What follows belongs to an exercise in optimizing a design on an open flow for small area and a short achievable clock period; a production flow would make more cautious choices. In this exercise RTL edits were held to simulation tests only and were not proved equivalent to the original. No activity file was given, so power comes from the tool's default toggle rates.

== build 1 ==
Design mips_core, start of the top module:
module mips_core (
    input  wire                         clk,
    input  wire                         reset,
    input  wire                         ins_valid,
    input  wire mips_pkg::word_t        ins,
    output logic                        wb_valid,
    output mips_pkg::reg_addr_t         wb_addr,
    output mips_pkg::word_t             wb_data,
    output logic                        branch_valid,
    output logic                        branch_taken,
    output logic                        ins_illegal
);
Size: about 1100 flip-flops, roughly 76 I/O pins, roughly 0.054 sq mm of cells after synthesis.
clock: 10.0 ns
lec_check: 0
cap_margin: 20
core_margin: 2
core_utilization: 40
cts_cluster_diameter: 100
cts_cluster_size: 24
place_density: 0.5
slew_margin: 20
synth_hierarchical: 1
synth_minimum_keep_size: 0
tns_end_percent: 0
standard.sh (not shown) runs the stock make flow with config.mk's settings and CLKGATE_MAP_FILE= SYNTH_SCRIPT=/design/flow/synth_recipe.tcl, a recipe that flattens the netlist after the stock synthesis.
==> flow/flow/run.sh <==
#!/bin/bash
# Standard layout, with timing repair aiming below the clock period: the
# setup margin makes repair_timing keep working until the slack reaches it.
set -euo pipefail
bash standard.sh SETUP_SLACK_MARGIN=6.5 > standard_flow.log 2>&1
Build 1 finished end to end and its layout was clean on timing, DRC and antenna.
### build 1 -> build 11
- an added SETUP_SLACK_MARGIN of 5
- a deleted TNS_END_PERCENT that had been 0
==> flow/run.sh (new file) <==
#!/bin/bash
# synth_recipe.tcl (not shown) runs the flow's synth.tcl, then flattens the netlist and writes it again
# the make line also repeats each setting of config.mk as NAME=value (left out here)
make -C /OpenROAD-flow-scripts/flow DESIGN_CONFIG=/design/flow/config.mk WORK_HOME=/design/flow/orfs CLKGATE_MAP_FILE= SYNTH_SCRIPT=/design/flow/synth_recipe.tcl finish
removed: flow/flow/run.sh
removed: flow/standard.sh
==> run notes <==
Between build 11 and build 1, the setup slack is lower for build 11.
On first-pass GRT wire length, build 11 does better than build 1.
Build 1 vs build 11, cell with the biggest individual delay on the critical path: sky130_fd_sc_hd__nor2_4 vs sky130_fd_sc_hd__clkdlybuf4s50_1
Sort build 11 and build 1 by final cell count desc -> top: build 1
In the tables for build 11 and build 1, power per standard cell area reads higher with build 11.
Edits applied to the flow inputs when going from build 11 to build 82:
- setting TNS_END_PERCENT to 0 for the first time
- removing SETUP_SLACK_MARGIN (formerly 5)
==> flow/flow/run.sh (new file) <==
#!/bin/bash
# Standard layout, with timing repair aiming below the clock period: the
# setup margin makes repair_timing keep working until the slack reaches it.
set -euo pipefail
bash standard.sh SETUP_SLACK_MARGIN=7.0 > standard_flow.log 2>&1
==> flow/standard.sh (new file) <==
#!/bin/bash
# synth_recipe.tcl (not shown) runs the flow's synth.tcl, then flattens the netlist and writes it again
# the make line also repeats each setting of config.mk as NAME=value (left out here)
make -C /OpenROAD-flow-scripts/flow DESIGN_CONFIG=/design/flow/config.mk WORK_HOME=/design/flow/orfs CLKGATE_MAP_FILE= SYNTH_SCRIPT=/design/flow/synth_recipe.tcl "${@:-finish}"
removed: flow/run.sh
--- outcome ---
- | wire length after detailed routing | higher: build 82 |
- Worst slew slack as a fraction of its limit in build 82 is 2.1 points higher than in build 11
- Summary of build 82 over build 11: power consumption up 0.14 mW; worst path setup slack after routing up 1.20 ns; summed area of non-filler cells in the final layout up about 4%.
Here is what was changed in the inputs of build 44 compared with build 82.
-- flow/flow/run.sh --
<<< build 82, line 5
bash standard.sh SETUP_SLACK_MARGIN=7.0 > standard_flow.log 2>&1
>>> build 44, line 5
bash standard.sh SETUP_SLACK_MARGIN=6.8 > standard_flow.log 2>&1
==> run notes <==
- Changes observed in build 44 relative to build 82: ratio of total power to cell area shows a reduction of 1.4 mW/mm^2, relative contribution of the clock network to total power moved down, met3 routing resource usage after global routing went up 0.44 points.
Setup changes, build 44 to build 18
- removing TNS_END_PERCENT (formerly 0)
-- flow/flow/run.sh --
<<< build 44, line 5
bash standard.sh SETUP_SLACK_MARGIN=6.8 > standard_flow.log 2>&1
>>> build 18, line 5
bash standard.sh SETUP_SLACK_MARGIN=6.5 > standard_flow.log 2>&1
Growth of design area from synthesis to finish, build 44 and build 18: larger value in build 18
Proportion of layout cells with a drive suffix above 1 on build 18 is up relative to build 44.
[build 18] largest net degree at the start of global routing fell 13% relative to build 44
Going from build 44 to build 18, reported net switching power climbed about 1.6%; met2 global-route usage moved up.
When build 18 is measured against build 44, its pin slew with the least headroom to its limit turns out 0.078 ns higher.
Diff build 44 -> build 18 | total vias in the final route | increase of 1710
In build 18 relative to build 44, area used by multi-input combinational logic had gone up by a few percent.
Detailed route wirelength on metal3, build 18 vs build 44: up by more than 10%

[port drivers added, routing unchanged]
No port has a modelled driver above. Below, the same layouts with a new extraction and two added sets of constraints. Step 1 (the two cells are an assumption about what drives the block):
set clk [get_ports {clk}]
set_driving_cell -lib_cell sky130_fd_sc_hd__clkbuf_16 $clk
set_driving_cell -lib_cell sky130_fd_sc_hd__buf_2 [delete_from_list [all_inputs] $clk]
Step 2, shift: input delay + t, output delay - t, t = (earliest + latest rising clock arrival at the registers) / 2. This alone moves slack from input paths to output paths. Three values: ideal, step 1, step 2; two values: the first two.
| run | shift t [ns] | slack for setup (ns) | worst setup path after step 2 | worst slew at a driven data input, ns | pins driven straight from the clock port |
|---|---|---|---|---|---|
| build 1 | 0.816 | 5.961 / 6.013 / 5.197 | input to register | 0.05 | 1 |
| build 11 | 0.817 | 4.806 / 4.860 / 4.043 | input to register | 0.07 | 1 |
| build 82 | 0.818 | 6.005 / 6.042 / 5.229 | input to register | 0.08 | 1 |
| build 44 | 0.798 | 6.133 / 6.188 / 5.389 | input to register | 0.06 | 1 |
| build 18 | 0.815 | 6.264 / 6.264 / 5.569 | input to register | 0.09 | 1 |
After both steps setup and hold are still met in every run listed. The setup slack of build 82, which loses most, moves by +0.037 ns with the drivers and by -0.776 ns with both steps.
